Context: an optimization exercise on an open-source flow, tuned for small area, a short achievable clock period and few clock cycles per item. The choices shown serve that exercise and are no tape-out recipe.
At most, simulation tests tie the RTL to the original design; equivalence was not proved.
For runs 1 to 4, only the layout was checked, not whether the RTL still works.
Power figures rest on the tool's default switching activity, not on a simulated workload.

`design/flow/design.v`:
```
`default_nettype none
package alu_pkg;
	typedef enum logic [5:0] {
		ADD   = 6'h20,
		ADDI  = 6'h21,
		SUB   = 6'h22,
		NAND  = 6'h23,
		AND   = 6'h24,
		ANDI  = 6'h25,
		SRL   = 6'h26,
		SLL   = 6'h27,
		XOR   = 6'h28,
		NO_OP = 6'h3F
	} alu_op_e;
	typedef enum logic [1:0] {
		IDLE = 2'd0,
		RUN  = 2'd1,
		DONE = 2'd2
	} lane_state_e;
endpackage
`default_nettype wire
`default_nettype none
module alu_exec (
	input  logic                  clk,
	input  logic                  arst_n,
	input  logic                  in_valid,
	input  logic [5:0]            in_op,
	input  logic [32-1:0] in_a,
	input  logic [32-1:0] in_b,
	output logic                  out_valid,
	output logic [32-1:0] out_result,
	output logic                  flag_n,
	output logic                  flag_z,
	output logic                  flag_v
);
	localparam int W = 32;
	logic [3:0] f;
	logic       legal;
	logic       arith;
	logic       sub;
	logic       shift;
	logic       sll;
	logic       lxor;
	logic       land;
	logic [W-1:0] x_d;
	logic [W-1:0] y_d;
	assign f     = in_op[3:0];
	assign legal = in_valid & (in_op[5:4] == 2'b10) & (~f[3] | (f[2:0] == 3'b000));
	assign arith = ~f[3] & ~f[2] & ~(f[1] & f[0]);    
	assign sub   = f[1] & ~f[2] & ~f[0];              
	assign shift = f[2] & f[1];                       
	assign sll   = f[0];                              
	assign lxor  = f[3];                              
	assign land  = f[2] & ~f[1];                      
	logic [W-1:0] ab_x;
	logic [W-1:0] ab_a;
	logic [W-1:0] a_rev;
	logic [W-1:0] a_rev16;
	logic [W-1:0] a_16;
	assign ab_x = in_a ^ in_b;
	assign ab_a = in_a & in_b;
	always_comb begin
		for (int i = 0; i < W; i++)
			a_rev[i] = in_a[W-1-i];
	end
	assign a_16    = in_a >> 16;
	assign a_rev16 = a_rev >> 16;
	logic sel_x;      
	logic sel_xn;     
	logic sel_and;    
	logic sel_nand;   
	logic sel_r0;     
	logic sel_r16;    
	logic sel_l0;     
	logic sel_l16;    
	logic gen_add;    
	logic gen_sub;    
	assign sel_x    = (arith & ~sub) | lxor;
	assign sel_xn   = sub;
	assign sel_and  = land;
	assign sel_nand = ~arith & ~land & ~shift & ~lxor;
	assign sel_r0   = shift & ~sll & ~in_b[4];
	assign sel_r16  = shift & ~sll &  in_b[4];
	assign sel_l0   = shift &  sll & ~in_b[4];
	assign sel_l16  = shift &  sll &  in_b[4];
	assign gen_add  = legal & arith & ~sub;
	assign gen_sub  = legal & sub;
	always_comb begin
		x_d = ({W{sel_x}}    &  ab_x)
		    | ({W{sel_xn}}   & ~ab_x)
		    | ({W{sel_and}}  &  ab_a)
		    | ({W{sel_nand}} & ~ab_a)
		    | ({W{sel_r0}}   &  in_a)
		    | ({W{sel_r16}}  &  a_16)
		    | ({W{sel_l0}}   &  a_rev)
		    | ({W{sel_l16}}  &  a_rev16);
		y_d = ({W{gen_add}} & ab_a)
		    | ({W{gen_sub}} & in_a & ~in_b);
		x_d[0] = (arith | lxor) ? ab_x[0] : x_d[0];
		y_d[0] = gen_add & ab_a[0] | gen_sub & (in_a[0] | ~in_b[0]);
	end
	logic         s2_valid;
	logic         s2_arith;
	logic         s2_sel_x;    
	logic         s2_sel_r;    
	logic         s2_sel_l;    
	logic         s2_we;
	logic [W-1:0] s2_x;    
	logic [W-1:0] s2_y;    
	logic [3:0]   s2_s4;   
	logic [3:0]   s2_s1;   
	always_ff @(posedge clk or negedge arst_n) begin
		if (!arst_n)
			s2_valid <= 1'b0;
		else
			s2_valid <= legal;
	end
	always_ff @(posedge clk) begin
		s2_arith <= arith;
		s2_sel_x <= ~shift;
		s2_sel_r <= shift & ~sll;
		s2_sel_l <= shift & sll;
		s2_we    <= legal & ~shift;
		s2_x     <= x_d;
		s2_y     <= y_d;
		s2_s4    <= 4'b0001 << in_b[3:2];
		s2_s1    <= 4'b0001 << in_b[1:0];
	end
	logic [W-1:0] gg [0:5];
	logic [W-1:0] pp [0:5];
	logic [W:0]   c;
	always_comb begin
		gg[0] = s2_y;
		pp[0] = s2_x;
		pp[0][0] = 1'b0;
		for (int l = 0; l < 5; l++) begin
			gg[l+1] = gg[l];
			pp[l+1] = pp[l];
			for (int i = 0; i < W; i++) begin
				if (((i >> l) & 1) == 1) begin
					int j;
					j = ((i >> l) << l) - 1;
					gg[l+1][i] = gg[l][i] | (pp[l][i] & gg[l][j]);
					pp[l+1][i] = pp[l][i] & pp[l][j];
				end
			end
		end
	end
	assign c = {gg[5], 1'b0};
	logic [W-1:0] sh4;
	logic [W-1:0] sh1;
	logic [W-1:0] m;
	logic [W-1:0] result;
	always_comb begin
		sh4 = '0;
		sh1 = '0;
		for (int k = 0; k < 4; k++)
			sh4 = sh4 | ({W{s2_s4[k]}} & (s2_x >> (4 * k)));
		for (int k = 0; k < 4; k++)
			sh1 = sh1 | ({W{s2_s1[k]}} & (sh4 >> k));
		for (int i = 0; i < W; i++)
			m[i] = (s2_sel_x & s2_x[i]) | (s2_sel_r & sh1[i]) | (s2_sel_l & sh1[W-1-i]);
	end
	assign result = m ^ c[W-1:0];
	logic [W-1:0] t;
	logic         z_sum;
	assign t     = s2_x | s2_y;
	assign z_sum = ~s2_x[0] & (s2_x[1] == s2_y[0]) & &(~(s2_x[W-1:2] ^ t[W-2:1]));
	always_ff @(posedge clk or negedge arst_n) begin
		if (!arst_n) begin
			out_valid <= 1'b0;
			flag_n    <= 1'b0;
			flag_z    <= 1'b0;
			flag_v    <= 1'b0;
		end else begin
			out_valid <= s2_valid;
			flag_n <= (s2_we ? m[W-1] : flag_n) ^ c[W-1];
			if (s2_we)
				flag_z <= s2_arith ? z_sum : (s2_x == '0);
			flag_v <= (s2_we ? 1'b0 : flag_v) ^ c[W] ^ c[W-1];
		end
	end
	always_ff @(posedge clk) begin
		out_result <= result;
	end
endmodule
`default_nettype wire
```
`design/flow/flow/run.sh`:
```
#!/bin/bash
# Standard layout with two changes:
# - the port buffers are plain buf_1 cells rather than the delay cells
#   buffer_ports picks by default;
# - clock tree synthesis runs with its standard arguments but without dummy
#   loads.
export BUFFER_PORTS_ARGS="-buffer_cell sky130_fd_sc_hd__buf_1"
export CTS_ARGS="-sink_clustering_enable -repair_clock_nets -buf_list sky130_fd_sc_hd__clkbuf_8 -dont_use_dummy_load"
bash standard.sh > standard.log 2>&1
```
`design/flow/standard.sh`:
```
#!/bin/bash
# synth_recipe.tcl (not shown) runs the flow's synth.tcl, then flattens the netlist and writes it again
# the make line also repeats each setting of config.mk as NAME=value (left out here)
make -C /OpenROAD-flow-scripts/flow DESIGN_CONFIG=/design/flow/config.mk WORK_HOME=/design/flow/orfs CLKGATE_MAP_FILE= SYNTH_SCRIPT=/design/flow/synth_recipe.tcl "${@:-finish}"
```
`design/flow/config.mk`:
```
export PLATFORM = sky130hd
export DESIGN_NAME = alu_exec
export DESIGN_NICKNAME = alu_exec
export VERILOG_FILES = /design/flow/design.v
export SDC_FILE = /design/flow/constraint.sdc
export NUM_CORES = 4
export LEC_CHECK = 0
export CAP_MARGIN = 20
export CORE_MARGIN = 2
export CORE_UTILIZATION = 40
export CTS_BUF_LIST = sky130_fd_sc_hd__clkbuf_8
export SETUP_SLACK_MARGIN = 3.2
export SLEW_MARGIN = 20
```
`design/flow/constraint.sdc`:
```
create_clock -name core_clock -period 5.5 [get_ports {clk}]
set_input_delay 1.1000 -clock core_clock [delete_from_list [all_inputs] [get_ports {clk}]]
set_output_delay 1.1000 -clock core_clock [all_outputs]
set_load 0.01 [all_outputs]
```
==> results.toml, run 1 <==
[grt]
grt_pass1_wl_microns = 44400
grt_pass1_vias = 7473
grt_max_degree = 34
overflow = 0
antenna_found_initial = 0
grt_usage = 0.289

[cts]
cts_tree = "built"
cts_sinks = 114
cts_buffers = 17
clkTransAtPathRegs_ps = 70
htree_levels = 4
worstSkewPairLatency_ps = 440
clockRootBuffer = "clkbuf_8"
cts_max_path_buffers = 2

[logic_synthesis]
synth_edf_count = 0
syn_area_sq_mm = 0.00769
synth.net_count = 1058
ys_types = 61
syn_inst = 951
ys_seq_area_frac = 0.300
synthArstFlopShare = 0.0439
syn_area_per_cell_sq_um = 8.09
synth-seq-cells = 114
yosysWarnings = 3
ys.flop_type = "dfxtp_1"

[floorplanning]
dieArea_sq_mm = 0.0204
die_h_microns = 143
core_region_area_sq_mm = 0.0188
start_util = 0.410
die_w_microns = 143
num_rows = 50
io_pins = 109

[power_and_ir_drop]
p_sw_frac = 0.373
p_total_mw = 2.34
p_int_mw = 1.47
pwr-share-seq = 0.468
p_leak_nw = 3.56
peakVddDrop_uv = 149
switching_power_uw = 874
p_comb_frac = 0.284
clkPwrFrac = 0.249
power.density_mw_per_mm2 = 264

[sta]
finalSetupTns_ps = 0
worst_slew_pin_slew_ps = 1090
setup_viol = 0
max_freq_mhz = 438
hold_viol = 0
rsz0062_at_grt = "yes"
max_slew_margin = 0.272
slew_viol_final = 0
period_minus_slack_ps = 2280
fin_crit_sh = 0.415
final.setup.worst_slack_ps = 3220
skew_ps = 19.6

[layout]
multi_input_area_sq_mm = 0.00512
nFillCells = 1879
seq_area_sq_mm = 0.00236
diodes = 0
final_nets = 1130
layout_common_cells = "106 x a22oi_1, 104 x buf_1, 98 x nor2_1, 96 x nand2_1, 82 x dfxtp_1"
mostFrequentLayoutCell = "a22oi_1"
drive_above_1_share = 0.125
area_growth_pct = 15.2
final_util = 0.472

[drt]
wl_met2_microns = 13600
wl_per_cell_microns = 23.6
drt_wl_total_microns = 29600
final_antenna_net_count = 0
top_layer = "met4"
drt_pass1_iterations = 11
wl_met3_microns = 2690
drc = 0
num_vias = 8294
vias_per_cell = 6.61
drt-met1-wl_microns = 12200
drt-initial-drc-count = 1319

[outcome]
status = "complete, no violations"

[setup_path]
worstPathArrival_ps = 2660
critPathCaptureType = "flip-flop"
slowest_delay_ps = 530
worst-path-max-fanout = 3
r2r_slack_ps = 3220
cp-start-kind = "flip-flop"
crit_required_ps = 5870
worstPathCellList = "ha_4 -> nor2_4 -> o21ai_4 -> a31oi_4 -> buf_6 -> nand2b_4 -> a21oi_2 -> o41a_1 -> a31oi_2 -> xor2_1"
worstSetupPathType = "reg2reg"
crit_slowest_cell = "o41a_1"

[placement]
dpl.hpwl_microns = 20200
port_buffers = 108
dp_slack_ps = 2150
gp_congestion = 0.908

[hold_path]
hold_class = "reg2reg"

[run]
cap_violations = 0
## worst max-delay path, delay by kind of cell (launching register included)
family | cells | cell delay [ps]
adders and majority gates | 1 | 160
and+or+nand+nor | 2 | 270
DFF | 1 | 360
AOI/OAI and AO/OA | 5 | 1120
buffers and inverters | 1 | 140
xor gates and xnor gates | 1 | 150
## metal layers
| metal | vias to the layer above | global-route usage |
|---|---|---|
| met1 | 3878 | 0.390 |
| met3 | 87 | 0.0513 |
| li1 | 3771 | - |
| met2 | 558 | 0.457 |
| met5 | - | 0 |
| met4 | 0 | 0.115 |
## sequential cells by signal (all words and copies together) (netlist names)
register    flops
s2_we           1
s2_s1           4
s2_y           32
s2_sel_l        1
s2_s4           4
s2_sel_x        1
flag_n          1
out_valid       1
flag_z          1
s2_x           32
s2_sel_r        1
flag_v          1
s2_valid        1
out_result     32
s2_arith        1
## per-stage QoR
stage | instance area (sq um) | cells | hold slack, ps
final | 8870 | 1255 | 352
after global routing | 8870 | 1255 | 364
after CTS | 8750 | 1249 | 361
after detailed placement | 8150 | 1210 | 336
after global placement | 8150 | 1210 | 333
after floorplan | 7780 | 951 | 331
## synth_stat cells, drive strengths merged, types with 7 or more instances
master    n  share of area
buf      13         0.0086
nand3    17          0.011
dfxtp   109           0.28
nand2    96          0.047
nor2    104          0.051
nor4     13          0.011
ha       34          0.055
o22ai     7         0.0057
mux2i    13          0.017
o21ai    27          0.018
o211ai    9         0.0094
a22oi   107           0.11
a21o      9         0.0088
a32o     32          0.042
xnor2    34          0.039
xor2     20          0.023
inv      41          0.020
clkbuf   80          0.039
a222oi   32          0.042
a221oi   50          0.057
a21oi    32          0.021
## final timing paths
check / from / to / cells after the start
worst max register to register: s2_x[1]$_DFF_P_ / out_result[15]$_DFF_P_ / 10
worst min-delay path: s2_valid$_DFF_PN0_ / out_valid$_DFF_PN0_ / 0
max in group asynchronous: arst_n / flag_n$_DFF_PN0_ / 1
worst max-delay path: s2_x[1]$_DFF_P_ / out_result[15]$_DFF_P_ / 10
worst min register to register: s2_valid$_DFF_PN0_ / out_valid$_DFF_PN0_ / 0
min in group asynchronous: arst_n / s2_valid$_DFF_PN0_ / 1
## power by group through the flow
stage / sequential [mW] / clock [mW] / combinational [mW]
2_1_floorplan: 0.993 / 0 / 0.491
3_3_place_gp: 1.11 / 0 / 0.600
3_5_place_dp: 1.11 / 0 / 0.603
4_1_cts: 1.09 / 0.592 / 0.636
5_1_grt: 1.10 / 0.627 / 0.728
6_report: 1.09 / 0.582 / 0.664
## kinds of logic after synthesis
group                    after synthesis  share of synthesized area
AO/OA/AOI/OAI                        336                      0.347
AND/OR/NAND/NOR                      264                      0.149
buffers and inverters                134                     0.0676
flip-flops                           114                      0.300
XOR/XNOR                              54                     0.0615
adder cells (fa/ha/maj)               34                     0.0553
multiplexers                          15                     0.0198
## final cells by class
| type | instances | share of cell area |
|---|---|---|
| tap | 234 | 0.0330 |
| inverter | 41 | 0.0174 |
| multi-input combinational | 707 | 0.578 |
| timing repair buffer | 142 | 0.0787 |
| sequential | 114 | 0.267 |
| clock buffer | 17 | 0.0264 |
## timing repair
action,in CTS,in global routing
gates cloned,3,1
setup buffers,19,5
gates resized for setup,55,23
pin swaps,16,11
hold buffers,0,0
endpoints found under the setup margin,90,25
==> run 2: changes to the inputs <==
--- a/design/flow/design.v
+++ b/design/flow/design.v
@@ -85,6 +85,20 @@
 	assign sel_l16  = shift &  sll &  in_b[4];
 	assign gen_add  = legal & arith & ~sub;
 	assign gen_sub  = legal & sub;
+	logic [W-1:0] grp_add;
+	logic [W-1:0] grp_sub;
+	logic [W-1:0] g_add;
+	logic [W-1:0] g_sub;
+	assign g_add = ab_a;
+	assign g_sub = {in_a[W-1:1] & ~in_b[W-1:1], in_a[0] | ~in_b[0]};
+	always_comb begin
+		for (int i = 0; i < W; i += 2) begin
+			grp_add[i]   = g_add[i];
+			grp_add[i+1] = g_add[i+1] | (ab_x[i+1] & g_add[i]);
+			grp_sub[i]   = g_sub[i];
+			grp_sub[i+1] = g_sub[i+1] | (~ab_x[i+1] & g_sub[i]);
+		end
+	end
 	always_comb begin
 		x_d = ({W{sel_x}}    &  ab_x)
 		    | ({W{sel_xn}}   & ~ab_x)
@@ -94,10 +108,9 @@
 		    | ({W{sel_r16}}  &  a_16)
 		    | ({W{sel_l0}}   &  a_rev)
 		    | ({W{sel_l16}}  &  a_rev16);
-		y_d = ({W{gen_add}} & ab_a)
-		    | ({W{gen_sub}} & in_a & ~in_b);
+		y_d = ({W{gen_add}} & grp_add)
+		    | ({W{gen_sub}} & grp_sub);
 		x_d[0] = (arith | lxor) ? ab_x[0] : x_d[0];
-		y_d[0] = gen_add & ab_a[0] | gen_sub & (in_a[0] | ~in_b[0]);
 	end
 	logic         s2_valid;
 	logic         s2_arith;
@@ -126,27 +139,40 @@
 		s2_s4    <= 4'b0001 << in_b[3:2];
 		s2_s1    <= 4'b0001 << in_b[1:0];
 	end
-	logic [W-1:0] gg [0:5];
-	logic [W-1:0] pp [0:5];
-	logic [W:0]   c;
-	always_comb begin
-		gg[0] = s2_y;
-		pp[0] = s2_x;
-		pp[0][0] = 1'b0;
-		for (int l = 0; l < 5; l++) begin
-			gg[l+1] = gg[l];
-			pp[l+1] = pp[l];
-			for (int i = 0; i < W; i++) begin
-				if (((i >> l) & 1) == 1) begin
+	logic [15:0] gq;
+	logic [15:0] pq;
+	logic [15:0] cq;    
+	logic [15:0] gt [0:4];
+	logic [15:0] pt [0:4];
+	always_comb begin
+		for (int q = 0; q < 16; q++) begin
+			gq[q] = s2_y[2*q+1];
+			pq[q] = s2_x[2*q+1] & s2_x[2*q];
+		end
+		gt[0] = gq;
+		pt[0] = pq;
+		for (int l = 0; l < 4; l++) begin
+			gt[l+1] = gt[l];
+			pt[l+1] = pt[l];
+			for (int q = 0; q < 16; q++) begin
+				if (((q >> l) & 1) == 1) begin
 					int j;
-					j = ((i >> l) << l) - 1;
-					gg[l+1][i] = gg[l][i] | (pp[l][i] & gg[l][j]);
-					pp[l+1][i] = pp[l][i] & pp[l][j];
+					j = ((q >> l) << l) - 1;
+					gt[l+1][q] = gt[l][q] | (pt[l][q] & gt[l][j]);
+					pt[l+1][q] = pt[l][q] & pt[l][j];
 				end
 			end
 		end
-	end
-	assign c = {gg[5], 1'b0};
+		cq = {gt[4][14:0], 1'b0};
+	end
+	logic [W:0] c;
+	always_comb begin
+		for (int q = 0; q < 16; q++) begin
+			c[2*q]   = cq[q];
+			c[2*q+1] = s2_y[2*q] | (s2_x[2*q] & cq[q]);
+		end
+		c[W] = gq[15] | (pq[15] & cq[15]);
+	end
 	logic [W-1:0] sh4;
 	logic [W-1:0] sh1;
 	logic [W-1:0] m;
--- a/design/flow/config.mk
+++ b/design/flow/config.mk
@@ -9,5 +9,5 @@
 export CORE_MARGIN = 2
 export CORE_UTILIZATION = 40
 export CTS_BUF_LIST = sky130_fd_sc_hd__clkbuf_8
-export SETUP_SLACK_MARGIN = 3.2
+export SETUP_SLACK_MARGIN = 3.4
 export SLEW_MARGIN = 20
==> results.toml, run 2 <==
[outcome]
status = "complete, no violations"

[setup_path]
worst-path-max-fanout = 16
worstPathArrival_ps = 2460
path_buf_inv = 2
timing.rr.start = "s2_x[21]$_DFF_P_"
reg2regPathDepth = 8
cp-start-kind = "primary input"
worstPathCellList = "buf_2 -> buf_4 -> or4_4 -> o22ai_1"
worstSetupPathType = "in2reg"
reg2reg_to = "flag_v$_DFF_PN0_"
slowest_delay_ps = 690
r2r_slack_ps = 3450
critPathCaptureType = "flip-flop"
crit_slowest_cell = "or4_4"
cp_top_family = "simple AND/OR/NAND/NOR gates"
crit_required_ps = 5870

[layout]
final_util = 0.465
reg_top3 = "out_result: 32 flops, s2_x: 32 flops, s2_y: 32 flops"
area_growth_pct = 14.4
drive_above_1_share = 0.127
final_nets = 1212
mostFrequentLayoutCell = "a22oi_1"
nFillCells = 2022
diodes = 0
layout_common_cells = "109 x a22oi_1, 103 x buf_1, 94 x nand2_1, 78 x nor2_1, 73 x dfxtp_1"

[power_and_ir_drop]
clkPwrFrac = 0.245
peakVddDrop_uv = 131
power.density_mw_per_mm2 = 254
p_int_mw = 1.48
p_comb_frac = 0.288
p_leak_nw = 3.71
pwr-share-seq = 0.467
p_sw_frac = 0.381
switching_power_uw = 911

[logic_synthesis]
synth_common_cells = "110 x a22oi_1, 109 x dfxtp_1, 95 x nand2_1"
yosysMostFrequentCell = "a22oi_1"
syn_area_per_cell_sq_um = 8.18
synth-seq-cells = 114
synth_edf_count = 0
syn_inst = 1006
yosysWarnings = 3
ys_seq_area_frac = 0.280
synthArstFlopShare = 0.0439
ys_types = 64
synth.net_count = 1143
syn_area_sq_mm = 0.00823
synth_top_area_share = 0.265
yosys.area.top_type = "dfxtp_1"
ys.flop_type = "dfxtp_1"
synth_area_leaders = "dfxtp_1 27%, a22oi_1 10%, ha_1 9.7%, a222oi_1 4.9%, a221oi_1 4.8%"

[hold_path]
worstHoldStart = "s2_valid$_DFF_PN0_"
hold_end = "out_valid$_DFF_PN0_"
hold_class = "reg2reg"
holdPathStages = 0

[sta]
worst_slew_pin_slew_ps = 1110
hold_viol = 0
max_slew_margin = 0.262
finalSetupTns_ps = 0
period_minus_slack_ps = 2090
max_freq_mhz = 478
fin_crit_sh = 0.381
setup_viol = 0
whs_ps = 348
rsz0062_at_grt = "yes"
slew_viol_final = 0
skew_ps = 20.6

[grt]
grt_pass1_vias = 7984
grt_pass1_wl_microns = 47700
grt_usage = 0.287
overflow = 0
grt_max_degree = 34
antenna_found_initial = 0

[floorplanning]
dieArea_sq_mm = 0.0217
start_util = 0.407
io_pins = 109
core_region_area_sq_mm = 0.0202
die_h_microns = 147
die_w_microns = 147
num_rows = 52

[run]
cap_violations = 0

[drt]
drt_wl_total_microns = 32100
wl_per_cell_microns = 23.9
drt-initial-drc-count = 1470
drt_pass1_iterations = 14
final_antenna_net_count = 0
drc = 0
vias_per_cell = 6.55
num_vias = 8790

[cts]
clockRootBuffer = "clkbuf_8"
worstSkewPairLatency_ps = 460
cts_max_path_buffers = 2
cts_buffers = 17
cts_tree = "built"
clkTransAtPathRegs_ps = 70
cts_sinks = 114
htree_levels = 4
cts_hold_buffers = 0

[placement]
dpl.hpwl_microns = 21800
port_buffers = 108
gp_congestion = 0.982
[run 2: per-layer routing]
layer  wire, microns  part of all wire  GRT usage
met5               0                 0          0
met3            3380              0.11     0.0534
met1           13100              0.41      0.387
met4            1370             0.043      0.116
met2           14300              0.45      0.453
[run 2: how the worst max path moves through the flow]
stage | cells after the start | from | to
3_3_place_gp | 6 | in_op[2] | s2_x[8]$_DFF_P_
4_1_cts | 5 | in_op[1] | s2_x[11]$_DFF_P_
6_report | 4 | in_op[2] | s2_y[11]$_DFF_P_
2_1_floorplan | 5 | in_op[4] | s2_y[11]$_DFF_P_
3_5_place_dp | 5 | in_op[0] | s2_x[30]$_DFF_P_
5_1_grt | 8 | s2_x[21]$_DFF_P_ | flag_v$_DFF_PN0_
[run 2: logic make-up (layout without fill, tap and decap cells)]
kind of cell | count (synthesis) | after routing | synth area share
AO/OA/AOI/OAI | 373 | 373 | 0.350
XOR/XNOR | 51 | 51 | 0.0543
adder cells (fa/ha/maj) | 64 | 64 | 0.0973
buffers and inverters | 154 | 216 | 0.0818
flip-flops | 114 | 114 | 0.280
multiplexers | 4 | 4 | 0.00487
AND/OR/NAND/NOR | 246 | 251 | 0.132
[run 2: power groups by stage]
stage / clock, mW / combinational (mW) / sequential, mW
2_1_floorplan: 0 / 0.528 / 0.994
3_3_place_gp: 0 / 0.626 / 1.12
3_5_place_dp: 0 / 0.632 / 1.11
4_1_cts: 0.588 / 0.649 / 1.10
5_1_grt: 0.619 / 0.754 / 1.12
6_report: 0.585 / 0.688 / 1.12
[run 2: metrics by stage]
stage	worst slack [ps]	cell area (sq um)	std cells	total power [mW]
after floorplan	3270	8400	1006	1.52
after global placement	2140	8680	1302	1.74
after detailed placement	2100	8690	1303	1.75
after CTS	3390	9200	1337	2.34
after global routing	3360	9410	1343	2.49
final	3410	9410	1343	2.39
[run 2: cell type report]
cell class	count	area, sq um	area share
multi-input cells	743	5520	0.586
repair buffers	137	697	0.0740
well taps	270	338	0.0359
flip-flops and latches	114	2390	0.254
clock buffers	17	234	0.0249
inverters	62	235	0.0250
[run 2: repair_timing]
item	4_1_cts	5_1_grt
pin swaps	6	7
buffers inserted	13	4
endpoints found under the setup margin	93	48
gates resized for setup	54	42
hold endpoints to repair	0	0
gates cloned	4	1
==> run 3: changes to the inputs <==
--- a/design/flow/config.mk
+++ b/design/flow/config.mk
@@ -9,5 +9,5 @@
 export CORE_MARGIN = 2
 export CORE_UTILIZATION = 40
 export CTS_BUF_LIST = sky130_fd_sc_hd__clkbuf_8
-export SETUP_SLACK_MARGIN = 3.4
+export SETUP_SLACK_MARGIN = 3.3
 export SLEW_MARGIN = 20
==> results.toml, run 3 <==
[outcome]
status = "complete, no violations"

[sta]
worst_slew_pin_slew_ps = 1100
rsz0062_at_grt = "yes"
skew_ps = 17.2
setup_viol = 0
hold_viol = 0
max_freq_mhz = 463
max_slew_margin = 0.269
slew_viol_final = 0
fin_crit_sh = 0.392
finalSetupTns_ps = 0
whs_ps = 349
final.setup.worst_slack_ps = 3340
period_minus_slack_ps = 2160

[logic_synthesis]
syn_area_per_cell_sq_um = 8.18
synth_area_leaders = "dfxtp_1 27%, a22oi_1 10%, ha_1 9.7%, a222oi_1 4.9%, a221oi_1 4.8%"
synth-seq-cells = 114
yosysMostFrequentCell = "a22oi_1"
yosys.area.top_type = "dfxtp_1"
ys_seq_area_frac = 0.280
synth_top_area_share = 0.265
synthArstFlopShare = 0.0439
yosysWarnings = 3
synth_common_cells = "110 x a22oi_1, 109 x dfxtp_1, 95 x nand2_1"
syn_inst = 1006
synth.net_count = 1143
ys_types = 64
syn_area_sq_mm = 0.00823
synth_edf_count = 0
ys.flop_type = "dfxtp_1"

[floorplanning]
start_util = 0.407
io_pins = 109
dieArea_sq_mm = 0.0217
die_h_microns = 147
core_region_area_sq_mm = 0.0202
die_w_microns = 147
num_rows = 52

[drt]
drt-initial-drc-count = 1247
drc = 0
final_antenna_net_count = 0
drt_wl_total_microns = 30800
wl_per_cell_microns = 23.1
num_vias = 8600
drt_pass1_iterations = 9
vias_per_cell = 6.46

[power_and_ir_drop]
switching_power_uw = 880
p_sw_frac = 0.376
p_leak_nw = 3.59
power.density_mw_per_mm2 = 256
p_comb_frac = 0.272
p_int_mw = 1.46
p_total_mw = 2.34
clkPwrFrac = 0.248
peakVddDrop_uv = 138
pwr-share-seq = 0.480

[layout]
final_util = 0.451
mostFrequentLayoutCell = "a22oi_1"
area_growth_pct = 10.9
final_area_sq_mm = 0.00913
layout_common_cells = "110 x a22oi_1, 106 x buf_1, 94 x nand2_1, 82 x nor2_1, 76 x dfxtp_1"
diodes = 0
reg_top3 = "out_result: 32 flops, s2_x: 32 flops, s2_y: 32 flops"
final_nets = 1201
final_cells = 1332
drive_above_1_share = 0.102

[cts]
clockRootBuffer = "clkbuf_8"
clkTransAtPathRegs_ps = 60
cts_tree = "built"
cts_sinks = 114
cts_buffers = 17
cts_hold_buffers = 0
cts_max_path_buffers = 2
htree_levels = 4
worstSkewPairLatency_ps = 460

[setup_path]
crit_required_ps = 5840
critPathCaptureType = "flip-flop"
worst-path-max-fanout = 5
worstSetupPathType = "reg2reg"
worstPathArrival_ps = 2490
worstPathCellList = "a31oi_2 -> a211oi_4 -> a31oi_2 -> a31o_1 -> o21ai_4 -> o221ai_2 -> xnor2_1"
path_buf_inv = 0
slowest_delay_ps = 470
crit_slowest_cell = "dfxtp_1"
cp-start-kind = "flip-flop"
path_common_cell = "a31oi_2"
cp_top_family = "compound AO/OA/AOI/OAI gates"

[hold_path]
hold_class = "reg2reg"

[grt]
grt_pass1_wl_microns = 46800
grt_usage = 0.279
grt_max_degree = 34
antenna_found_initial = 0
overflow = 0
grt_pass1_vias = 7997

[placement]
dp_cells = 1303
dp_slack_ps = 2290
gp_congestion = 0.892
dpl-instance-area_sq_mm = 0.00868
dpl.hpwl_microns = 21500
port_buffers = 108

[run]
cap_violations = 0
-- run 3: cell counts after synthesis --
No cell type changed its count.
-- run 3: kinds of logic after synthesis --
| family | count (synthesis) | synth area share |
|---|---|---|
| AO/OA/AOI/OAI | 373 | 0.350 |
| AND/OR/NAND/NOR | 246 | 0.132 |
| buffers and inverters | 154 | 0.0818 |
| flip-flops | 114 | 0.280 |
| adder cells (fa/ha/maj) | 64 | 0.0973 |
| XOR/XNOR | 51 | 0.0543 |
| multiplexers | 4 | 0.00487 |
-- run 3: power groups by stage --
stage	registers, mW	clock network (mW)	logic, mW
finish	1.12	0.580	0.636
global route	1.13	0.618	0.705
CTS	1.11	0.590	0.627
detailed placement	1.12	0	0.618
global placement	1.12	0	0.611
floorplan	0.994	0	0.524
-- run 3: final cells by class --
class | instances | area, sq um
clock buffer | 17 | 234
fill | 2061 | 11100
inverter | 62 | 233
multi-input combinational | 740 | 5380
sequential | 114 | 2360
tap | 270 | 338
timing repair buffer | 129 | 594
-- run 3: worst paths after layout --
path	to	slack, ps	cells after the start	startpoint
max	flag_v$_DFF_PN0_	3340	7	s2_y[1]$_DFF_P_
min	out_valid$_DFF_PN0_	350	0	s2_valid$_DFF_PN0_
max reg2reg	flag_v$_DFF_PN0_	3340	7	s2_y[1]$_DFF_P_
min reg2reg	out_valid$_DFF_PN0_	350	0	s2_valid$_DFF_PN0_
max in group asynchronous	flag_v$_DFF_PN0_	4800	1	arst_n
min in group asynchronous	out_valid$_DFF_PN0_	480	1	arst_n
-- run 3: repair_timing --
item,4_1_cts,5_1_grt
buffers inserted,5,5
pin swaps,2,5
gates resized for setup,29,23
gates cloned,2,0
setup endpoints to repair,73,48
-- run 3: routing by layer --
metal,GRT usage,share of wire,vias to the layer above,wire (microns)
li1,-,-,3922,-
met5,0,0,-,0
met4,0.143,0.046,0,1420
met3,0.0636,0.10,99,3090
met1,0.376,0.41,4023,12700
met2,0.420,0.44,556,13500
==> run 4: changes to the inputs <==
--- a/design/flow/design.v
+++ b/design/flow/design.v
@@ -192,6 +192,9 @@
 	logic         z_sum;
 	assign t     = s2_x | s2_y;
 	assign z_sum = ~s2_x[0] & (s2_x[1] == s2_y[0]) & &(~(s2_x[W-1:2] ^ t[W-2:1]));
+	logic v_pair;
+	assign v_pair = cq[15] ? ((gq[15] | pq[15]) ^ (s2_y[W-2] | s2_x[W-2]))
+	                       : (gq[15] ^ s2_y[W-2]);
 	always_ff @(posedge clk or negedge arst_n) begin
 		if (!arst_n) begin
 			out_valid <= 1'b0;
@@ -203,7 +206,7 @@
 			flag_n <= (s2_we ? m[W-1] : flag_n) ^ c[W-1];
 			if (s2_we)
 				flag_z <= s2_arith ? z_sum : (s2_x == '0);
-			flag_v <= (s2_we ? 1'b0 : flag_v) ^ c[W] ^ c[W-1];
+			flag_v <= (s2_we ? 1'b0 : flag_v) ^ v_pair;
 		end
 	end
 	always_ff @(posedge clk) begin
==> results.toml, run 4 <==
[outcome]
status = "complete, no violations"

[drt]
num_vias = 9062
vias_per_cell = 6.52
drt_wl_total_microns = 32500
drc = 0
drt_pass1_iterations = 11
drt-initial-drc-count = 1589
final_antenna_net_count = 0
wl_per_cell_microns = 23.4

[sta]
skew_ps = 14.6
max_slew_margin = 0.233
period_minus_slack_ps = 2250
slew_viol_final = 0
finalSetupTns_ps = 0
fin_crit_sh = 0.409
hold_viol = 0
max_freq_mhz = 445
rsz0062_at_grt = "yes"
worst_slew_pin_slew_ps = 1150
setup_viol = 0
whs_ps = 346

[placement]
gp_congestion = 0.909
dpl.hpwl_microns = 21800
dp_cells = 1342
port_buffers = 108

[grt]
grt_pass1_vias = 8168
overflow = 0
grt_max_degree = 33
grt_pass1_wl_microns = 48200
grt_usage = 0.285
antenna_found_initial = 0

[logic_synthesis]
synth_top_area_share = 0.263
syn_area_per_cell_sq_um = 7.89
syn_inst = 1053
yosysWarnings = 3
synth_area_leaders = "dfxtp_1 26%, ha_1 9.6%, a22oi_1 7.1%, a222oi_1 5.1%, a21oi_1 4.6%"
synth-seq-cells = 114
ys_types = 61
ys_seq_area_frac = 0.278
ys.flop_type = "dfxtp_1"
synthArstFlopShare = 0.0439
synth.net_count = 1190
synth_common_cells = "109 x dfxtp_1, 101 x nand2_1, 82 x clkbuf_1"
yosysMostFrequentCell = "dfxtp_1"
syn_area_sq_mm = 0.00831
yosys.area.top_type = "dfxtp_1"
synth_edf_count = 0

[power_and_ir_drop]
peakVddDrop_uv = 132
p_leak_nw = 3.72
power.density_mw_per_mm2 = 251

[setup_path]
reg2regPathDepth = 7
r2r_slack_ps = 3270
worst-path-max-fanout = 17
crit_required_ps = 5850
worstSetupPathType = "in2reg"
worstPathArrival_ps = 2600
critPathCaptureType = "flip-flop"
cp-start-kind = "primary input"

[cts]
htree_levels = 4
cts_hold_buffers = 0
cts_buffers = 17
worstSkewPairLatency_ps = 450
clkTransAtPathRegs_ps = 60
cts_sinks = 114
cts_max_path_buffers = 2
cts_tree = "built"
clockRootBuffer = "clkbuf_8"

[floorplanning]
die_h_microns = 148
die_w_microns = 148
core_region_area_sq_mm = 0.0203
io_pins = 109
start_util = 0.409
num_rows = 52
dieArea_sq_mm = 0.0219

[hold_path]
hold_class = "reg2reg"
holdPathStages = 0

[layout]
reg_top3 = "out_result: 32 flops, s2_x: 32 flops, s2_y: 32 flops"
drive_above_1_share = 0.117
layout_common_cells = "105 x buf_1, 99 x nand2_1, 79 x a22oi_1, 76 x a21oi_1, 73 x dfxtp_1"
diodes = 0
final_cells = 1390
mostFrequentLayoutCell = "buf_1"
final_nets = 1259
area_growth_pct = 14.5

[run]
cap_violations = 0
run 4: logic make-up after synthesis:
logic type               after synthesis  synth area share
adder cells (fa/ha/maj)               64            0.0963
buffers and inverters                158            0.0726
XOR/XNOR                              55            0.0580
AND/OR/NAND/NOR                      241             0.132
multiplexers                          12            0.0145
AO/OA/AOI/OAI                        409             0.349
flip-flops                           114             0.278
run 4: per-layer routing:
| metal | vias to the layer above | track usage | share of wire |
|---|---|---|---|
| met5 | - | 0 | 0 |
| met3 | 116 | 0.0604 | 0.11 |
| li1 | 4078 | - | - |
| met4 | 0 | 0.139 | 0.049 |
| met2 | 692 | 0.431 | 0.43 |
| met1 | 4176 | 0.387 | 0.41 |
run 4: critical path, stage by stage:
cell      delay (ps)
clkbuf_4         220
nand2b_2         320
or4_4            720
o22ai_1          230
run 4: final timing paths:
check | start | endpoint
max | in_op[0] | s2_y[11]$_DFF_P_
min | s2_valid$_DFF_PN0_ | out_valid$_DFF_PN0_
max reg2reg | s2_x[3]$_DFF_P_ | out_result[25]$_DFF_P_
min reg2reg | s2_valid$_DFF_PN0_ | out_valid$_DFF_PN0_
max in group asynchronous | arst_n | flag_n$_DFF_PN0_
min in group asynchronous | arst_n | flag_z$_DFFE_PN0P_
run 4: cell type report:
type	instances	area, sq um
Tap cell	270	338
Multi-Input combinational cell	785	5640
Inverter	64	251
Sequential cell	114	2370
Fill cell	2058	10800
Clock buffer	17	234
Timing Repair Buffer	140	678
run 4: repair_timing:
item | 4_1_cts | 5_1_grt
cloned | 3 | 1
endpoints found under the setup margin | 87 | 60
buffers inserted | 15 | 12
pin swaps | 8 | 12
resized for setup | 64 | 32
run 4: per-stage QoR:
stage	area, sq um	utilization	worst slack [ps]	total power [mW]
final	9510	0.469	3250	2.39
after global routing	9510	0.469	3240	2.50
after CTS	9340	0.460	3280	2.36
after detailed placement	8780	0.433	1930	1.76
after global placement	8770	0.432	1820	1.76
after floorplan	8410	-	3220	1.52
run 4: power breakdown:
| part | total [mW] | switching [mW] | leakage, nW | internal [mW] |
|---|---|---|---|---|
| Sequential | 1.13 | 0.203 | 0.972 | 0.924 |
| Clock | 0.574 | 0.303 | 0.122 | 0.271 |
| Combinational | 0.689 | 0.397 | 2.62 | 0.291 |
==> run 5: changes to the inputs <==
--- a/design/flow/design.v
+++ b/design/flow/design.v
@@ -92,11 +92,17 @@
 	assign g_add = ab_a;
 	assign g_sub = {in_a[W-1:1] & ~in_b[W-1:1], in_a[0] | ~in_b[0]};
 	always_comb begin
-		for (int i = 0; i < W; i += 2) begin
+		for (int i = 0; i < W; i += 4) begin
 			grp_add[i]   = g_add[i];
 			grp_add[i+1] = g_add[i+1] | (ab_x[i+1] & g_add[i]);
+			grp_add[i+2] = g_add[i+2];
+			grp_add[i+3] = g_add[i+3] | (ab_x[i+3] & g_add[i+2])
+			             | (ab_x[i+3] & ab_x[i+2] & grp_add[i+1]);
 			grp_sub[i]   = g_sub[i];
 			grp_sub[i+1] = g_sub[i+1] | (~ab_x[i+1] & g_sub[i]);
+			grp_sub[i+2] = g_sub[i+2];
+			grp_sub[i+3] = g_sub[i+3] | (~ab_x[i+3] & g_sub[i+2])
+			             | (~ab_x[i+3] & ~ab_x[i+2] & grp_sub[i+1]);
 		end
 	end
 	always_comb begin
@@ -139,22 +145,22 @@
 		s2_s4    <= 4'b0001 << in_b[3:2];
 		s2_s1    <= 4'b0001 << in_b[1:0];
 	end
-	logic [15:0] gq;
-	logic [15:0] pq;
-	logic [15:0] cq;    
-	logic [15:0] gt [0:4];
-	logic [15:0] pt [0:4];
-	always_comb begin
-		for (int q = 0; q < 16; q++) begin
-			gq[q] = s2_y[2*q+1];
-			pq[q] = s2_x[2*q+1] & s2_x[2*q];
+	logic [7:0] gq;
+	logic [7:0] pq;
+	logic [7:0] cq;    
+	logic [7:0] gt [0:3];
+	logic [7:0] pt [0:3];
+	always_comb begin
+		for (int q = 0; q < 8; q++) begin
+			gq[q] = s2_y[4*q+3];
+			pq[q] = &s2_x[4*q +: 4];
 		end
 		gt[0] = gq;
 		pt[0] = pq;
-		for (int l = 0; l < 4; l++) begin
+		for (int l = 0; l < 3; l++) begin
 			gt[l+1] = gt[l];
 			pt[l+1] = pt[l];
-			for (int q = 0; q < 16; q++) begin
+			for (int q = 0; q < 8; q++) begin
 				if (((q >> l) & 1) == 1) begin
 					int j;
 					j = ((q >> l) << l) - 1;
@@ -163,15 +169,26 @@
 				end
 			end
 		end
-		cq = {gt[4][14:0], 1'b0};
-	end
-	logic [W:0] c;
-	always_comb begin
-		for (int q = 0; q < 16; q++) begin
-			c[2*q]   = cq[q];
-			c[2*q+1] = s2_y[2*q] | (s2_x[2*q] & cq[q]);
-		end
-		c[W] = gq[15] | (pq[15] & cq[15]);
+		cq = {gt[3][6:0], 1'b0};
+	end
+	logic [W-1:0] k0;
+	logic [W-1:0] k1;
+	logic [W:0]   c;    
+	always_comb begin
+		for (int q = 0; q < 8; q++) begin
+			for (int cin = 0; cin < 2; cin++) begin
+				logic [3:0] k;
+				k[0] = 1'(cin);
+				k[1] = s2_y[4*q]   | (s2_x[4*q] & k[0]);
+				k[2] = s2_y[4*q+1] | (s2_x[4*q+1] & s2_x[4*q] & k[0]);
+				k[3] = s2_y[4*q+2] | (s2_x[4*q+2] & k[2]);
+				if (cin == 0) k0[4*q +: 4] = k;
+				else          k1[4*q +: 4] = k;
+			end
+		end
+		for (int i = 0; i < W; i++)
+			c[i] = cq[i/4] ? k1[i] : k0[i];
+		c[W] = gq[7] | (pq[7] & cq[7]);
 	end
 	logic [W-1:0] sh4;
 	logic [W-1:0] sh1;
@@ -187,14 +204,14 @@
 		for (int i = 0; i < W; i++)
 			m[i] = (s2_sel_x & s2_x[i]) | (s2_sel_r & sh1[i]) | (s2_sel_l & sh1[W-1-i]);
 	end
-	assign result = m ^ c[W-1:0];
+	always_comb begin
+		for (int i = 0; i < W; i++)
+			result[i] = cq[i/4] ? (m[i] ^ k1[i]) : (m[i] ^ k0[i]);
+	end
 	logic [W-1:0] t;
 	logic         z_sum;
 	assign t     = s2_x | s2_y;
 	assign z_sum = ~s2_x[0] & (s2_x[1] == s2_y[0]) & &(~(s2_x[W-1:2] ^ t[W-2:1]));
-	logic v_pair;
-	assign v_pair = cq[15] ? ((gq[15] | pq[15]) ^ (s2_y[W-2] | s2_x[W-2]))
-	                       : (gq[15] ^ s2_y[W-2]);
 	always_ff @(posedge clk or negedge arst_n) begin
 		if (!arst_n) begin
 			out_valid <= 1'b0;
@@ -206,7 +223,7 @@
 			flag_n <= (s2_we ? m[W-1] : flag_n) ^ c[W-1];
 			if (s2_we)
 				flag_z <= s2_arith ? z_sum : (s2_x == '0);
-			flag_v <= (s2_we ? 1'b0 : flag_v) ^ v_pair;
+			flag_v <= (s2_we ? 1'b0 : flag_v) ^ c[W] ^ c[W-1];
 		end
 	end
 	always_ff @(posedge clk) begin
==> results.toml, run 5 <==
[drt]
drt_wl_total_microns = 31300
num_vias = 8888
vias_per_cell = 6.53
drt_pass1_iterations = 14
wl_per_cell_microns = 23.0
final_antenna_net_count = 0
drt-initial-drc-count = 1496
drc = 0

[sta]
rsz0062_at_grt = "yes"
slew_viol_final = 0
skew_ps = 39.5
finalSetupTns_ps = 0
period_minus_slack_ps = 2190
setup_viol = 0
hold_viol = 0
worst_slew_pin_slew_ps = 1160
max_slew_margin = 0.228
final.setup.worst_slack_ps = 3310
fin_crit_sh = 0.397
whs_ps = 336
max_freq_mhz = 458

[layout]
mostFrequentLayoutCell = "buf_1"
reg_top3 = "out_result: 32 flops, s2_x: 32 flops, s2_y: 32 flops"
drive_above_1_share = 0.0944
layout_common_cells = "106 x buf_1, 80 x dfxtp_1, 78 x nor2_1, 69 x inv_1"
area_growth_pct = 14.5
final_util = 0.466
final_cells = 1362
final_area_sq_mm = 0.00942
nFillCells = 2033
final_nets = 1230

[setup_path]
worst-path-max-fanout = 4
slowest_delay_ps = 380
worstPathCellList = "or3_1 -> a31o_2 -> a31oi_1 -> o21bai_1 -> a221oi_1 -> xor2_1"
critPathCaptureType = "flip-flop"
crit_required_ps = 5840
worstPathArrival_ps = 2530
cp-start-kind = "flip-flop"
crit_slowest_cell = "or3_1"
worstSetupPathType = "reg2reg"

[grt]
grt_pass1_vias = 8176
antenna_found_initial = 0
grt_pass1_wl_microns = 47400
overflow = 0
grt_max_degree = 33
grt_usage = 0.283

[cts]
clockRootBuffer = "clkbuf_8"
cts_buffers = 17
cts_sinks = 114
cts_max_path_buffers = 2
cts_tree = "built"
worstSkewPairLatency_ps = 470
htree_levels = 4
cts_hold_buffers = 0
clkTransAtPathRegs_ps = 90

[placement]
port_buffers = 108
dpl.hpwl_microns = 21300
dpl-instance-area_sq_mm = 0.00874
gp_congestion = 0.908
dp_slack_ps = 2100
dp_cells = 1316

[power_and_ir_drop]
p_total_mw = 2.38
power.density_mw_per_mm2 = 253
peakVddDrop_uv = 115
p_leak_nw = 3.72

[outcome]
status = "complete, no violations"

[logic_synthesis]
syn_area_per_cell_sq_um = 8.07
synth_top_area_share = 0.265
ys_types = 53
syn_area_sq_mm = 0.00823
synth_common_cells = "109 x dfxtp_1, 84 x nor2_1, 72 x clkbuf_1"
synth-seq-cells = 114
synthArstFlopShare = 0.0439
yosys.area.top_type = "dfxtp_1"
yosysWarnings = 3
ys.flop_type = "dfxtp_1"
syn_inst = 1019
synth.net_count = 1156
synth_edf_count = 0
ys_seq_area_frac = 0.280
yosysMostFrequentCell = "dfxtp_1"
synth_area_leaders = "dfxtp_1 27%, ha_1 9.7%, a22oi_1 5.7%, a222oi_1 5.6%, o21ai_0 3.9%"

[floorplanning]
die_w_microns = 147
die_h_microns = 147
io_pins = 109
core_region_area_sq_mm = 0.0202
dieArea_sq_mm = 0.0217
num_rows = 52
start_util = 0.407

[hold_path]
hold_class = "reg2reg"

[run]
cap_violations = 0
[run 5: layout make-up]
class	instances	area [sq um]	share of cell area
multi-input cells	750	5470	0.580
inverters	69	259	0.0275
flip-flops and latches	114	2360	0.250
clock buffers	17	234	0.0248
repair buffers	141	768	0.0815
diodes	1	2.50	0.000266
well taps	270	338	0.0359
[run 5: power by group]
part	switching (mW)	internal, mW	leakage (nW)	total [mW]
registers	0.197	0.924	0.972	1.12
clock network	0.308	0.270	0.122	0.578
logic	0.389	0.293	2.63	0.682
[run 5: repair_timing]
action | CTS | global route
gates resized for setup | 30 | 27
buffers inserted | 19 | 6
endpoints found under the setup margin | 87 | 51
cloned | 3 | 0
pin swaps | 9 | 4
[run 5: final timing paths]
| path | startpoint | end | slack (ps) | depth (start not counted) |
|---|---|---|---|---|
| worst max-delay path | s2_y[7]$_DFF_P_ | out_result[27]$_DFF_P_ | 3310 | 6 |
| worst min-delay path | s2_valid$_DFF_PN0_ | out_valid$_DFF_PN0_ | 340 | 0 |
| worst max register to register | s2_y[7]$_DFF_P_ | out_result[27]$_DFF_P_ | 3310 | 6 |
| worst min register to register | s2_valid$_DFF_PN0_ | out_valid$_DFF_PN0_ | 340 | 0 |
| max in group asynchronous | arst_n | s2_valid$_DFF_PN0_ | 4810 | 1 |
| min in group asynchronous | arst_n | out_valid$_DFF_PN0_ | 480 | 1 |
[run 5: per-layer routing]
layer / global-route usage / vias up / part of all wire / wire [microns]
li1: - / 4010 / - / -
met1: 0.387 / 4148 / 0.42 / 13100
met2: 0.431 / 628 / 0.43 / 13600
met3: 0.0688 / 102 / 0.11 / 3550
met4: 0.113 / 0 / 0.036 / 1120
met5: 0 / - / 0 / 0
[run 5: kinds of logic after synthesis]
kind of cell,after synthesis,synth area share
DFF,114,0.280
muxes,13,0.0158
xor gates and xnor gates,55,0.0585
and+or+nand+nor,221,0.121
adders and majority gates,64,0.0973
buffers and inverters,158,0.0747
AOI/OAI and AO/OA,394,0.352
[run 5: worst max-delay path: cells and delay by family, from the launching register on]
kind,cells,cell delay (ps)
DFF,1,360
xor gates and xnor gates,1,260
and+or+nand+nor,1,380
AOI/OAI and AO/OA,4,1050
Testbench counts of run 5, summed over its fixed seeds: cycles 16,008, ops 15,552.
==> run 6: changes to the inputs <==
--- a/design/flow/config.mk
+++ b/design/flow/config.mk
@@ -9,5 +9,5 @@
 export CORE_MARGIN = 2
 export CORE_UTILIZATION = 40
 export CTS_BUF_LIST = sky130_fd_sc_hd__clkbuf_8
-export SETUP_SLACK_MARGIN = 3.3
+export SETUP_SLACK_MARGIN = 3.4
 export SLEW_MARGIN = 20
==> results.toml, run 6 <==
[placement]
port_buffers = 108
dpl.hpwl_microns = 21600
gp_congestion = 0.914
dp_slack_ps = 2180

[run]
cap_violations = 0

[logic_synthesis]
synth-seq-cells = 114
synthArstFlopShare = 0.0439
syn_area_sq_mm = 0.00823
synth.net_count = 1156
syn_inst = 1019
synth_common_cells = "109 x dfxtp_1, 84 x nor2_1, 72 x clkbuf_1"
synth_edf_count = 0
ys_seq_area_frac = 0.280
ys_types = 53
ys.flop_type = "dfxtp_1"
yosysWarnings = 3
yosys.area.top_type = "dfxtp_1"
synth_top_area_share = 0.265
yosysMostFrequentCell = "dfxtp_1"
syn_area_per_cell_sq_um = 8.07
synth_area_leaders = "dfxtp_1 27%, ha_1 9.7%, a22oi_1 5.7%, a222oi_1 5.6%, o21ai_0 3.9%"

[cts]
cts_sinks = 114
cts_buffers = 17
htree_levels = 4
cts_hold_buffers = 0
clockRootBuffer = "clkbuf_8"
clkTransAtPathRegs_ps = 70
worstSkewPairLatency_ps = 450
cts_tree = "built"
cts_max_path_buffers = 2

[setup_path]
crit_slowest_cell = "or4_4"
critPathCaptureType = "flip-flop"
cp-start-kind = "flip-flop"
worst-path-max-fanout = 10
crit_required_ps = 5880
path_buf_inv = 0
slowest_delay_ps = 460
reg2regPathDepth = 6
crit_cells = 6
timing.rr.start = "s2_x[20]$_DFF_P_"
endpoint = "flag_z$_DFFE_PN0P_"
setup.worst_path.start = "s2_x[20]$_DFF_P_"
reg2reg_to = "flag_z$_DFFE_PN0P_"
worstPathCellList = "a2bb2oi_1 -> a2111o_1 -> a211oi_2 -> o2111ai_1 -> or4_4 -> a31oi_1"
worstSetupPathType = "reg2reg"
r2r_slack_ps = 3430
cp_top_family = "compound AO/OA/AOI/OAI gates"
worstPathArrival_ps = 2450

[grt]
grt_pass1_vias = 8107
grt_usage = 0.283
grt_pass1_wl_microns = 47500
antenna_found_initial = 0
grt_max_degree = 33
overflow = 0

[sta]
hold_viol = 0
worst_slew_pin_slew_ps = 729
skew_ps = 22.7
max_slew_margin = 0.513
final.setup.worst_slack_ps = 3430
max_freq_mhz = 483
slew_viol_final = 0
setup_viol = 0
finalSetupTns_ps = 0
rsz0062_at_grt = "yes"
fin_crit_sh = 0.376
period_minus_slack_ps = 2070

[hold_path]
worstHoldStart = "s2_valid$_DFF_PN0_"
hold_class = "reg2reg"

[drt]
wl_per_cell_microns = 23.1
drc = 0
drt-initial-drc-count = 1501
num_vias = 8818
drt_wl_total_microns = 31500
drt_pass1_iterations = 9
final_antenna_net_count = 0
vias_per_cell = 6.46

[floorplanning]
io_pins = 109
core_region_area_sq_mm = 0.0202
start_util = 0.407
die_h_microns = 147
dieArea_sq_mm = 0.0217
num_rows = 52
die_w_microns = 147

[layout]
layout_common_cells = "101 x buf_1, 77 x nor2_1, 72 x dfxtp_1, 68 x inv_1"
nFillCells = 2005
mostFrequentLayoutCell = "buf_1"
final_nets = 1233
area_growth_pct = 15.8
drive_above_1_share = 0.125
diodes = 0
reg_top3 = "out_result: 32 flops, s2_x: 32 flops, s2_y: 32 flops"

[power_and_ir_drop]
p_leak_nw = 3.76
peakVddDrop_uv = 127
power.density_mw_per_mm2 = 251

[outcome]
status = "complete, no violations"
## run 6: cell counts after synthesis
No cell type changed its count.
## run 6: layer usage
metal  track usage  share of wire
met3        0.0719           0.12
met4         0.123          0.040
met5             0              0
met2         0.430           0.44
met1         0.382           0.41
## run 6: layout make-up
type | instances | area (sq um) | share of cell area
multi-input combinational | 750 | 5560 | 0.584
sequential | 114 | 2370 | 0.249
timing repair buffer | 144 | 764 | 0.0802
tap | 270 | 338 | 0.0354
inverter | 69 | 259 | 0.0272
clock buffer | 17 | 234 | 0.0246
## run 6: repair_timing
action                     4_1_cts  5_1_grt
pin swaps                        8       10
gates cloned                     3        0
setup buffers                   13       16
setup endpoints to repair       98       75
resized for setup               50       34
## run 6: per-stage QoR
stage,total power [mW],instances,util,instance area [sq um],hold slack [ps]
floorplan,1.52,1019,-,8490,331
global placement,1.76,1315,0.435,8800,335
detailed placement,1.76,1315,0.435,8800,337
CTS,2.35,1348,0.458,9270,322
global route,2.51,1364,0.471,9530,336
finish,2.39,1364,0.471,9530,321
## run 6: power by group
part / total (mW) / switching [mW] / internal (mW)
registers: 1.12 / 0.199 / 0.925
clock network: 0.570 / 0.300 / 0.270
logic: 0.699 / 0.395 / 0.304
## run 6: cell families after synthesis
kind of cell / share of synthesized area
flops: 0.280
buf+inv: 0.0747
mux: 0.0158
xor+xnor: 0.0585
simple gates: 0.121
compound gates: 0.352
fa+ha+maj: 0.0973
## run 6: worst min-delay path by stage
stage                               end  slack, ps  cells after the start
finish              out_valid$_DFF_PN0_        320                      0
global route        out_valid$_DFF_PN0_        340                      0
CTS                 out_valid$_DFF_PN0_        320                      0
detailed placement  out_valid$_DFF_PN0_        340                      0
global placement    out_valid$_DFF_PN0_        340                      0
floorplan           out_valid$_DFF_PN0_        330                      0
## run 6: worst reg2reg max path, cell delays in order, from the launching register on
cell and delay [ps]:
dfxtp_4 410, a2bb2oi_1 210, a2111o_1 370, a211oi_2 200, o2111ai_1 170, or4_4 460, a31oi_1 180
==> run 7: changes to the inputs <==
--- a/design/flow/config.mk
+++ b/design/flow/config.mk
@@ -11,3 +11,4 @@
 export CTS_BUF_LIST = sky130_fd_sc_hd__clkbuf_8
 export SETUP_SLACK_MARGIN = 3.4
 export SLEW_MARGIN = 20
+export TNS_END_PERCENT = 20
==> results.toml, run 7 <==
[logic_synthesis]
synth_edf_count = 0
synth_top_family_by_area = "compound AO/OA/AOI/OAI gates"
syn_inst = 1019
syn_area_sq_mm = 0.00823
synthArstFlopShare = 0.0439
synth_area_leaders = "dfxtp_1 27%, ha_1 9.7%, a22oi_1 5.7%, a222oi_1 5.6%, o21ai_0 3.9%"
yosysWarnings = 3
ys.flop_type = "dfxtp_1"
synth-xor-area-share = 0.0585
synth-seq-cells = 114
syn_area_per_cell_sq_um = 8.07
synth_compound_area_frac = 0.352
yosysMostFrequentCell = "dfxtp_1"
yosys.area.top_type = "dfxtp_1"
synthSimpleGateAreaFrac = 0.121
synthAdderAreaFrac = 0.0973
ys_types = 53
synth_common_cells = "109 x dfxtp_1, 84 x nor2_1, 72 x clkbuf_1"
synth.net_count = 1156
ys_seq_area_frac = 0.280
yosys-mux-area-fraction = 0.0158
synth_top_area_share = 0.265

[sta]
fin_crit_sh = 0.391
final.setup.worst_slack_ps = 3350
max_freq_mhz = 465
period_minus_slack_ps = 2150
rsz0062_at_grt = "yes"
slew_viol_final = 0
hold_viol = 0
worst_slew_pin_slew_ps = 1120
setup_viol = 0
max_slew_margin = 0.253
skew_ps = 24.5
finalSetupTns_ps = 0

[placement]
port_buffers = 108
dp_cells = 1317
dp_slack_ps = 2210
gp_congestion = 0.909
dpl-instance-area_sq_mm = 0.00874
dpl.hpwl_microns = 21700

[floorplanning]
die_h_microns = 147
core_region_area_sq_mm = 0.0202
io_pins = 109
dieArea_sq_mm = 0.0217
start_util = 0.407
num_rows = 52
die_w_microns = 147

[setup_path]
endpoint = "flag_z$_DFFE_PN0P_"
worst-path-max-fanout = 11
critPathCaptureType = "flip-flop"
worstPathCellList = "o41ai_1 -> nand3_1 -> or4_1 -> a31oi_1"
reg2reg_to = "flag_z$_DFFE_PN0P_"
path_buf_inv = 0
r2r_slack_ps = 3350
crit_slowest_cell = "o41ai_1"
setup.worst_path.start = "s2_x[25]$_DFF_P_"
worstSetupPathType = "reg2reg"
reg2regPathDepth = 4
cp-start-kind = "flip-flop"
cp_top_family = "compound AO/OA/AOI/OAI gates"
crit_cells = 4
timing.rr.start = "s2_x[25]$_DFF_P_"
worstPathArrival_ps = 2540
slowest_delay_ps = 630
crit_required_ps = 5890

[power_and_ir_drop]
p_total_mw = 2.37
power.density_mw_per_mm2 = 256
p_leak_nw = 3.64
peakVddDrop_uv = 154

[drt]
drt_pass1_iterations = 9
final_antenna_net_count = 0
drt-initial-drc-count = 1528
wl_per_cell_microns = 22.9
num_vias = 8748
drt_wl_total_microns = 30900
vias_per_cell = 6.49
drc = 0

[layout]
layout_common_cells = "106 x buf_1, 80 x dfxtp_1, 78 x nor2_1, 69 x inv_1"
mostFrequentLayoutCell = "buf_1"
final_cells = 1348
drive_above_1_share = 0.0853
reg_top3 = "out_result: 32 flops, s2_x: 32 flops, s2_y: 32 flops"
area_growth_pct = 12.3
final_nets = 1217
final_area_sq_mm = 0.00924
diodes = 0
nFillCells = 2028

[cts]
worstSkewPairLatency_ps = 460
clkTransAtPathRegs_ps = 80
cts_tree = "built"
cts_max_path_buffers = 2
clockRootBuffer = "clkbuf_8"
cts_buffers = 17
cts_hold_buffers = 0
htree_levels = 4
cts_sinks = 114

[grt]
met3_usage = 0.0559
overflow = 0
met2_usage = 0.424
grt_pass1_wl_microns = 46500
grt_max_degree = 33
grt_usage = 0.279
grt_pass1_vias = 7966
met1_usage = 0.382
antenna_found_initial = 0
top_usage_layer = "met2"

[hold_path]
hold_class = "reg2reg"

[run]
cap_violations = 0

[outcome]
status = "complete, no violations"
## run 7: cell counts after synthesis
No cell type changed its count.
## run 7: metrics by stage
stage               utilization  hold WS [ps]
detailed placement        0.432           335
global route              0.457           331
floorplan                     -           331
CTS                       0.452           324
finish                    0.457           322
global placement          0.432           337
## run 7: cells by family (layout without fill, tap and decap cells)
group	count (synthesis)	after routing
fa+ha+maj	64	64
xor+xnor	55	55
compound gates	394	394
flops	114	114
mux	13	13
simple gates	221	223
buf+inv	158	215
## run 7: what timing repair did
item | in CTS | in global routing
pin swaps | 5 | 4
resized for setup | 25 | 27
setup buffers | 9 | 3
endpoints found under the setup margin | 98 | 87
cloned | 2 | 0
## run 7: power breakdown
group / switching, mW / internal [mW] / total (mW) / leakage (nW)
logic: 0.380 / 0.284 / 0.664 / 2.54
clock network: 0.311 / 0.270 / 0.581 / 0.122
registers: 0.199 / 0.923 / 1.12 / 0.972
total: 0.890 / 1.48 / 2.37 / 3.64
## run 7: final cells by class
class / count / area (sq um) / share of cell area
well taps: 270 / 338 / 0.0366
flip-flops and latches: 114 / 2350 / 0.255
clock buffers: 17 / 234 / 0.0253
repair buffers: 129 / 608 / 0.0658
multi-input cells: 749 / 5450 / 0.590
inverters: 69 / 259 / 0.0280
## run 7: worst min-delay path by stage
stage                             from                   to  slack (ps)  depth (start not counted)
finish              s2_valid$_DFF_PN0_  out_valid$_DFF_PN0_         320                          0
global route        s2_valid$_DFF_PN0_  out_valid$_DFF_PN0_         330                          0
CTS                 s2_valid$_DFF_PN0_  out_valid$_DFF_PN0_         320                          0
detailed placement  s2_valid$_DFF_PN0_  out_valid$_DFF_PN0_         330                          0
global placement    s2_valid$_DFF_PN0_  out_valid$_DFF_PN0_         340                          0
floorplan           s2_valid$_DFF_PN0_  out_valid$_DFF_PN0_         330                          0
## run 7: routing by layer
| metal | routed length [microns] | up-vias |
|---|---|---|
| li1 | - | 3971 |
| met2 | 13300 | 598 |
| met1 | 12700 | 4068 |
| met4 | 1520 | 0 |
| met3 | 3320 | 111 |
| met5 | 0 | - |
==> run 8: changes to the inputs <==
--- a/design/flow/config.mk
+++ b/design/flow/config.mk
@@ -8,7 +8,5 @@
 export CAP_MARGIN = 20
 export CORE_MARGIN = 2
 export CORE_UTILIZATION = 40
-export CTS_BUF_LIST = sky130_fd_sc_hd__clkbuf_8
-export SETUP_SLACK_MARGIN = 3.4
+export SETUP_SLACK_MARGIN = 3.5
 export SLEW_MARGIN = 20
-export TNS_END_PERCENT = 20
==> results.toml, run 8 <==
[drt]
vias_per_cell = 6.61
final_antenna_net_count = 0
drt_wl_total_microns = 32600
num_vias = 9168
drt_pass1_iterations = 10
drt-initial-drc-count = 1529
wl_per_cell_microns = 23.5
drc = 0

[hold_path]
hold_end = "out_valid$_DFF_PN0_"
worstHoldStart = "s2_valid$_DFF_PN0_"
hold_class = "reg2reg"
holdPathStages = 0

[logic_synthesis]
ys_seq_area_frac = 0.280
ys.flop_type = "dfxtp_1"
yosys.area.top_type = "dfxtp_1"
synth_area_leaders = "dfxtp_1 27%, ha_1 9.7%, a22oi_1 5.7%, a222oi_1 5.6%, o21ai_0 3.9%"
synthArstFlopShare = 0.0439
synth_edf_count = 0
synth-seq-cells = 114
ys_types = 53
synth_common_cells = "109 x dfxtp_1, 84 x nor2_1, 72 x clkbuf_1"
syn_area_per_cell_sq_um = 8.07
synth_top_area_share = 0.265
syn_area_sq_mm = 0.00823
synth.net_count = 1156
yosysWarnings = 3
syn_inst = 1019
yosysMostFrequentCell = "dfxtp_1"

[cts]
cts_buffers = 17
cts_tree = "built"
clockRootBuffer = "clkbuf_8"
cts_sinks = 114
clkTransAtPathRegs_ps = 70
cts_max_path_buffers = 2
worstSkewPairLatency_ps = 460
htree_levels = 4

[layout]
multi_input_area_sq_mm = 0.00579
final_nets = 1256
nFillCells = 1947
area_growth_pct = 23.1
seq_area_sq_mm = 0.00240
final_util = 0.500
drive_above_1_share = 0.220
layout_common_cells = "75 x nor2_1, 63 x dfxtp_1, 62 x inv_1, 61 x nand2_1, 59 x buf_1"
reg_top3 = "out_result: 32 flops, s2_x: 32 flops, s2_y: 32 flops"
mostFrequentLayoutCell = "nor2_1"
diodes = 0

[grt]
met2_usage = 0.438
grt_usage = 0.288
grt_pass1_vias = 8149
top_usage_layer = "met2"
grt_pass1_wl_microns = 48300
met1_usage = 0.403
overflow = 0
met3_usage = 0.0549
grt_max_degree = 33
antenna_found_initial = 0

[placement]
dpl.hpwl_microns = 21800
gp_congestion = 0.914
port_buffers = 108

[power_and_ir_drop]
peakVddDrop_uv = 141
power.density_mw_per_mm2 = 245
p_leak_nw = 4.06

[sta]
rsz0062_at_grt = "yes"
slew_viol_final = 0
hold_viol = 0
worst_slew_pin_slew_ps = 657
whs_ps = 354
max_freq_mhz = 472
skew_ps = 29.1
max_slew_margin = 0.562
period_minus_slack_ps = 2120
fin_crit_sh = 0.386
setup_viol = 0
finalSetupTns_ps = 0

[setup_path]
crit_required_ps = 5850
cp-start-kind = "flip-flop"
reg2regPathDepth = 6
slowest_delay_ps = 490
worst-path-max-fanout = 10
path_common_cell = "a222oi_1"
path_buf_inv = 1
worstPathCellList = "a222oi_1 -> buf_4 -> o22ai_1 -> a221o_1 -> a222oi_1 -> xor2_1"
worstPathArrival_ps = 2470
crit_slowest_cell = "dfxtp_1"
critPathCaptureType = "flip-flop"
worstSetupPathType = "reg2reg"
timing.rr.start = "s2_x[27]$_DFF_P_"
reg2reg_to = "out_result[21]$_DFF_P_"
cp_top_family = "compound AO/OA/AOI/OAI gates"
r2r_slack_ps = 3380

[run]
cap_violations = 0

[outcome]
status = "complete, no violations"

[floorplanning]
io_pins = 109
core_region_area_sq_mm = 0.0202
die_h_microns = 147
die_w_microns = 147
dieArea_sq_mm = 0.0217
start_util = 0.407
num_rows = 52
-- run 8: cell counts after synthesis --
No cell type changed its count.
-- run 8: how the worst max path moves through the flow --
| stage | from | to | slack (ps) | cells past startpoint |
|---|---|---|---|---|
| 2_1_floorplan | in_op[4] | s2_y[3]$_DFF_P_ | 3300 | 5 |
| 3_3_place_gp | in_op[2] | s2_x[15]$_DFF_P_ | 2170 | 6 |
| 3_5_place_dp | in_op[2] | s2_x[30]$_DFF_P_ | 2150 | 7 |
| 4_1_cts | flag_z$_DFFE_PN0P_ | flag_z | 3420 | 1 |
| 5_1_grt | s2_x[22]$_DFF_P_ | out_result[12]$_DFF_P_ | 3370 | 7 |
| 6_report | s2_x[27]$_DFF_P_ | out_result[21]$_DFF_P_ | 3380 | 6 |
-- run 8: kinds of logic (layout without fill, tap and decap cells) --
group | count (synthesis) | count (layout) | synth area share
adders and majority gates | 64 | 64 | 0.0973
AOI/OAI and AO/OA | 394 | 394 | 0.352
DFF | 114 | 114 | 0.280
muxes | 13 | 13 | 0.0158
and+or+nand+nor | 221 | 225 | 0.121
buffers and inverters | 158 | 252 | 0.0747
xor gates and xnor gates | 55 | 55 | 0.0585
-- run 8: repair_timing --
| item | CTS | global route |
|---|---|---|
| endpoints found under the setup margin | 132 | 101 |
| pin swaps | 14 | 37 |
| cloned | 3 | 1 |
| resized for setup | 111 | 86 |
| hold buffers | 0 | 0 |
| setup buffers | 34 | 15 |
-- run 8: cell type report --
type / count / share of cell area
clock buffer: 17 / 0.0231
inverter: 69 / 0.0272
multi-input combinational: 751 / 0.571
sequential: 114 / 0.237
tap: 270 / 0.0334
timing repair buffer: 166 / 0.108
-- run 8: power by group --
part,internal (mW),switching [mW],leakage [nW]
combinational,0.359,0.426,2.97
clock,0.271,0.303,0.122
sequential,0.927,0.197,0.977
-- run 8: worst register-to-register path, stage by stage, from the launching register on --
cell	delay, ps
dfxtp_1	490
a222oi_1	450
buf_4	200
o22ai_1	70
a221o_1	330
a222oi_1	300
xor2_1	190
-- run 8: per-layer routing --
metal | part of all wire | vias to the layer above
met3 | 0.11 | 128
met1 | 0.41 | 4284
met2 | 0.43 | 699
met4 | 0.045 | 0
met5 | 0 | -
li1 | - | 4057
-- run 8: stage by stage --
step / area (sq um) / setup WS, ps / power, mW / instances
CTS: 9660 / 3420 / 2.40 / 1371
global route: 10100 / 3370 / 2.59 / 1387
finish: 10100 / 3380 / 2.48 / 1387
floorplan: 8640 / 3300 / 1.53 / 1019
global placement: 8880 / 2170 / 1.77 / 1317
detailed placement: 8880 / 2150 / 1.77 / 1317

-- afterwards: timing with drivers on the ports --
Ports are ideal in the flow. The routed layouts listed here were re-timed in OpenROAD.
Step 1, drivers: a clkbuf_16 drives clk and a buf_2 each remaining input, both assumed.
Step 2 also shifts input and output timing later by t, the mid clock arrival at the registers, as if the neighbouring blocks saw the same clock.
Three values: ideal ports, drivers, drivers and shift; two values: the first two.
run | shift t [ns] | setup slack, ns
run 1 | 0.475 | 3.215 / 3.215 / 2.825
run 2 | 0.490 | 3.406 / 3.391 / 2.935
run 3 | 0.495 | 3.342 / 3.342 / 2.881
run 4 | 0.488 | 3.252 / 3.271 / 2.786
run 5 | 0.497 | 3.314 / 3.314 / 2.889
run 6 | 0.481 | 3.430 / 3.397 / 2.949
run 7 | 0.494 | 3.350 / 3.350 / 2.881
run 8 | 0.485 | 3.380 / 3.380 / 3.034
After both steps every run listed still meets setup and hold.
